Background: an optimization exercise with open tools, aiming at small area. Do not read the settings as production practice.
In this exercise RTL edits were held to simulation tests only and were not proved equivalent to the original.
Power and IR drop assume default switching activity.

==> flow/design.v <==
module sha_mmio_controller #(
   parameter logic [11:0] BASE_ADDR = 12'h030,
   parameter int unsigned DATA_W    = 16,
   parameter int unsigned BLOCK_W   = 512,
   parameter int unsigned HASH_W    = 256
) (
   input  logic                 clk,
   input  logic                 reset_n,
   input  logic [15:0]          address,
   input  logic                 rw,
   input  logic                 strobe,
   input  logic [DATA_W-1:0]    datain,
   output logic [DATA_W-1:0]    dataout,
   input  logic [HASH_W-1:0]    hash,
   input  logic                 done,
   output logic [BLOCK_W-1:0]   block,
   output logic                 start,
   output logic                 core_reset,
   output logic                 irq
);
   localparam int unsigned MAX_WORDS = (BLOCK_W - 64 - DATA_W) / DATA_W;
   localparam int unsigned CNT_W     = $clog2(MAX_WORDS + 1);
   localparam int unsigned HWORDS    = HASH_W / DATA_W;
   localparam int unsigned HIDX_W    = $clog2(HWORDS);
   localparam logic [3:0] OFF_CTRL = 4'd0;
   localparam logic [3:0] OFF_MSG  = 4'd1;
   localparam logic [3:0] OFF_HASH = 4'd2;
   localparam logic [3:0] OFF_PTR  = 4'd3;
   logic                st_idle, st_load, st_fire, st_wait, st_capt;
   logic                nx_idle, nx_load, nx_fire, nx_wait, nx_capt;
   logic [CNT_W-1:0]    count, count_d;
   logic [HIDX_W-1:0]   hidx, hidx_d;
   logic                ovf, ovf_d;
   logic                busy;
   logic                done_flag, done_flag_d;
   logic                done_q;
   logic                dvalid;
   logic [HASH_W-1:0]   digest;
   logic [DATA_W-1:0]   dataout_d;
   logic                hit, rd, wr;
   logic [3:0]          offset;
   logic                soft_rst, go, rise, msg_wr, ptr_wr, hold_blk;
   logic [DATA_W-1:0]   status, hash_word;
   logic [MAX_WORDS:0]  at;           
   logic                buf_keep;
   logic [DATA_W-1:0]   msg_buf [MAX_WORDS];
   assign hit    = strobe && (address[15:4] == BASE_ADDR);
   assign rd     = hit && rw;
   assign wr     = hit && !rw;
   assign offset = address[3:0];
   assign busy     = st_fire | st_wait | st_capt;
   assign irq      = done_flag;
   assign soft_rst = wr && offset == OFF_CTRL && datain == DATA_W'(1);
   assign go       = st_idle && wr && offset == OFF_CTRL && datain == DATA_W'(2) && !ovf;
   assign rise     = st_wait && done && !done_q;
   assign msg_wr   = st_idle && wr && offset == OFF_MSG;
   assign ptr_wr   = st_idle && wr && offset == OFF_PTR;
   assign hold_blk = st_idle | st_fire | st_wait | st_capt;
   always_comb begin
      for (int i = 0; i <= int'(MAX_WORDS); i++) at[i] = (count == CNT_W'(i));
   end
   assign status    = DATA_W'({5'(count), 5'b0, ovf, busy, done_flag});
   assign hash_word = dvalid ? digest[HASH_W-1-DATA_W*int'(hidx) -: DATA_W] : '0;
   assign buf_keep = !at[0];
   always_ff @(posedge clk) begin
      for (int i = 0; i < int'(MAX_WORDS); i++)
         msg_buf[i] <= (msg_buf[i] & {DATA_W{buf_keep}}) |
                       (datain & {DATA_W{msg_wr && at[i]}});
   end
   always_ff @(posedge clk or negedge reset_n) begin
      if (!reset_n) begin
         block <= '0;
      end else begin
         for (int i = 0; i < int'(MAX_WORDS); i++)
            block[BLOCK_W-1-DATA_W*i -: DATA_W] <=
               (block[BLOCK_W-1-DATA_W*i -: DATA_W] & {DATA_W{hold_blk}}) |
               ((msg_buf[i] | {at[i], {(DATA_W-1){1'b0}}}) & {DATA_W{st_load}});
         block[BLOCK_W-1-DATA_W*MAX_WORDS] <=
            (block[BLOCK_W-1-DATA_W*MAX_WORDS] & hold_blk) | (at[MAX_WORDS] & st_load);
         block[8:4] <= (block[8:4] & {5{hold_blk}}) | (count & {5{st_load}});
      end
   end
   always_ff @(posedge clk) begin
      digest <= (digest & {HASH_W{st_idle | st_load | st_fire | st_wait}}) | (hash & {HASH_W{st_capt}});
   end
   always_ff @(posedge clk or negedge reset_n) begin
      if (!reset_n) begin
         st_idle    <= 1'b1;
         st_load    <= 1'b0;
         st_fire    <= 1'b0;
         st_wait    <= 1'b0;
         st_capt    <= 1'b0;
         count      <= '0;
         hidx       <= '0;
         ovf        <= 1'b0;
         done_flag  <= 1'b0;
         done_q     <= 1'b0;
         dvalid     <= 1'b0;
         dataout    <= '0;
         start      <= 1'b0;
         core_reset <= 1'b0;
      end else begin
         st_idle    <= nx_idle;
         st_load    <= nx_load;
         st_fire    <= nx_fire;
         st_wait    <= nx_wait;
         st_capt    <= nx_capt;
         count      <= count_d;
         hidx       <= hidx_d;
         ovf        <= ovf_d;
         done_flag  <= done_flag_d;
         done_q     <= done;
         dvalid     <= dvalid | st_capt;
         dataout    <= dataout_d;
         start      <= st_fire && !soft_rst;
         core_reset <= soft_rst;
      end
   end
   always_comb begin
      nx_idle = soft_rst || (st_idle && !go) || st_capt;
      nx_load = !soft_rst && go;
      nx_fire = !soft_rst && st_load;
      nx_wait = !soft_rst && (st_fire || (st_wait && !rise));
      nx_capt = !soft_rst && rise;
      dataout_d = dataout;
      hidx_d    = hidx;
      if (rd) begin
         case (offset)
            OFF_CTRL: dataout_d = status;
            OFF_HASH: begin
               if (busy) begin
                  dataout_d = '0;
               end else begin
                  dataout_d = hash_word;
                  hidx_d    = hidx + HIDX_W'(1);
               end
            end
            default:  dataout_d = '0;
         endcase
      end
      if (soft_rst || st_capt || ptr_wr) hidx_d = '0;
      count_d = count;
      ovf_d   = ovf;
      if (msg_wr) begin
         if (at[MAX_WORDS]) ovf_d = 1'b1;
         else               count_d = count + CNT_W'(1);
      end
      if (soft_rst || ptr_wr) begin
         count_d = '0;
         ovf_d   = 1'b0;
      end
      done_flag_d = done_flag;
      if (msg_wr) done_flag_d = 1'b0;
      if (st_capt) done_flag_d = 1'b1;
      if (soft_rst) done_flag_d = 1'b0;
   end
endmodule
export LEC_CHECK = 0
export CAP_MARGIN = 20
export CORE_MARGIN = 2
export CORE_UTILIZATION = 40
export SLEW_MARGIN = 20
create_clock -name core_clock -period 10.0 [get_ports {clk}]
standard.sh (not shown) runs the stock make flow with config.mk's settings and CLKGATE_MAP_FILE= SYNTH_SCRIPT=/design/flow/synth_recipe.tcl, a recipe that flattens the netlist after the stock synthesis.
==> flow/flow/run.sh <==
#!/bin/bash
# Standard ORFS layout (the standard.sh) with two area-oriented changes:
#  - ports are buffered with the smallest buffer (buf_1) instead of the default pick;
#  - CTS uses small clock buffers (clkbuf_4) in clusters of up to 10 sinks, no dummy loads.
# make's full output goes to standard.log; ORFS keeps each step's log under orfs/logs/.
set -euo pipefail
export BUFFER_PORTS_ARGS="-buffer_cell sky130_fd_sc_hd__buf_1"
export CTS_ARGS="-sink_clustering_enable -repair_clock_nets -dont_use_dummy_load -buf_list {sky130_fd_sc_hd__clkbuf_4} -sink_clustering_size 10 -sink_clustering_max_diameter 50"
bash standard.sh > standard.log 2>&1
Rerun with:
--- a/flow/design.v
+++ b/flow/design.v
@@ -39,7 +39,7 @@
    logic [DATA_W-1:0]   dataout_d;
    logic                hit, rd, wr;
    logic [3:0]          offset;
-   logic                soft_rst, go, rise, msg_wr, ptr_wr, hold_blk;
+   logic                rd_hash, soft_rst, go, rise, msg_wr, ptr_wr, hold_blk;
    logic [DATA_W-1:0]   status, hash_word;
    logic [MAX_WORDS:0]  at;           
    logic                buf_keep;
@@ -60,7 +60,13 @@
       for (int i = 0; i <= int'(MAX_WORDS); i++) at[i] = (count == CNT_W'(i));
    end
    assign status    = DATA_W'({5'(count), 5'b0, ovf, busy, done_flag});
-   assign hash_word = dvalid ? digest[HASH_W-1-DATA_W*int'(hidx) -: DATA_W] : '0;
+   assign rd_hash = rd && offset == OFF_HASH && !busy;
+   always_comb begin
+      hash_word = '0;
+      for (int k = 0; k < int'(HWORDS); k++)
+         hash_word = hash_word |
+            (digest[HASH_W-1-DATA_W*k -: DATA_W] & {DATA_W{rd_hash && dvalid && hidx == HIDX_W'(k)}});
+   end
    assign buf_keep = !at[0];
    always_ff @(posedge clk) begin
       for (int i = 0; i < int'(MAX_WORDS); i++)
@@ -122,22 +128,9 @@
       nx_fire = !soft_rst && st_load;
       nx_wait = !soft_rst && (st_fire || (st_wait && !rise));
       nx_capt = !soft_rst && rise;
-      dataout_d = dataout;
-      hidx_d    = hidx;
-      if (rd) begin
-         case (offset)
-            OFF_CTRL: dataout_d = status;
-            OFF_HASH: begin
-               if (busy) begin
-                  dataout_d = '0;
-               end else begin
-                  dataout_d = hash_word;
-                  hidx_d    = hidx + HIDX_W'(1);
-               end
-            end
-            default:  dataout_d = '0;
-         endcase
-      end
+      dataout_d = (dataout & {DATA_W{!rd}}) |
+                  (status & {DATA_W{rd && offset == OFF_CTRL}}) | hash_word;
+      hidx_d    = rd_hash ? hidx + HIDX_W'(1) : hidx;
       if (soft_rst || st_capt || ptr_wr) hidx_d = '0;
       count_d = count;
       ovf_d   = ovf;
With this change the flow completed, yet does not pass: slew limit.
Worst hold slack improved by 0.045 ns.
Via count rises by 6.2%.
Routed wire length rises by about 8%.
Flip-flop and latch count stays the same.
Clock-buffer cell count rises by 2.
Utilization rises by 0.25 points.
Worst setup slack got worse by 0.29 ns.
Design area falls by 1.0%.
Sequential share of layout area rises by 0.57 points.
Final cell count rises by about 4.5%.
Area after synthesis falls by 1.5%.
Non-clock buffer count rises by 1.
Fmax falls by about 7%.
Sequential power is about the same.

[port drivers added, routing unchanged]
The flow's constraints put no driver on any port. The routed layouts listed below were extracted and timed again, unchanged, in two steps. Step 1 assumes that a clkbuf_16 drives the clock port and a buf_2 every other input. Step 2 times the ports against the registers' clock, not the clock port: input delays grow and output delays shrink by t, the midpoint of the rising clock arrivals with the driver on. Slacks: ideal ports / drivers / drivers and shift; pairs: ideal ports / drivers.
| run | t, ns | setup slack, ns | worst setup path after step 2 | latest minus earliest clock arrival (ns) |
|---|---|---|---|---|
| the first run | 1.086 | 5.937 / 5.937 / 5.124 | input to register | 0.146 / 0.146 |
| the second run | 1.102 | 5.643 / 5.643 / 4.767 | input to register | 0.171 / 0.171 |
For the second run, which loses most, drivers alone change the setup slack by 0.000 ns; drivers and shift together by -0.876 ns.
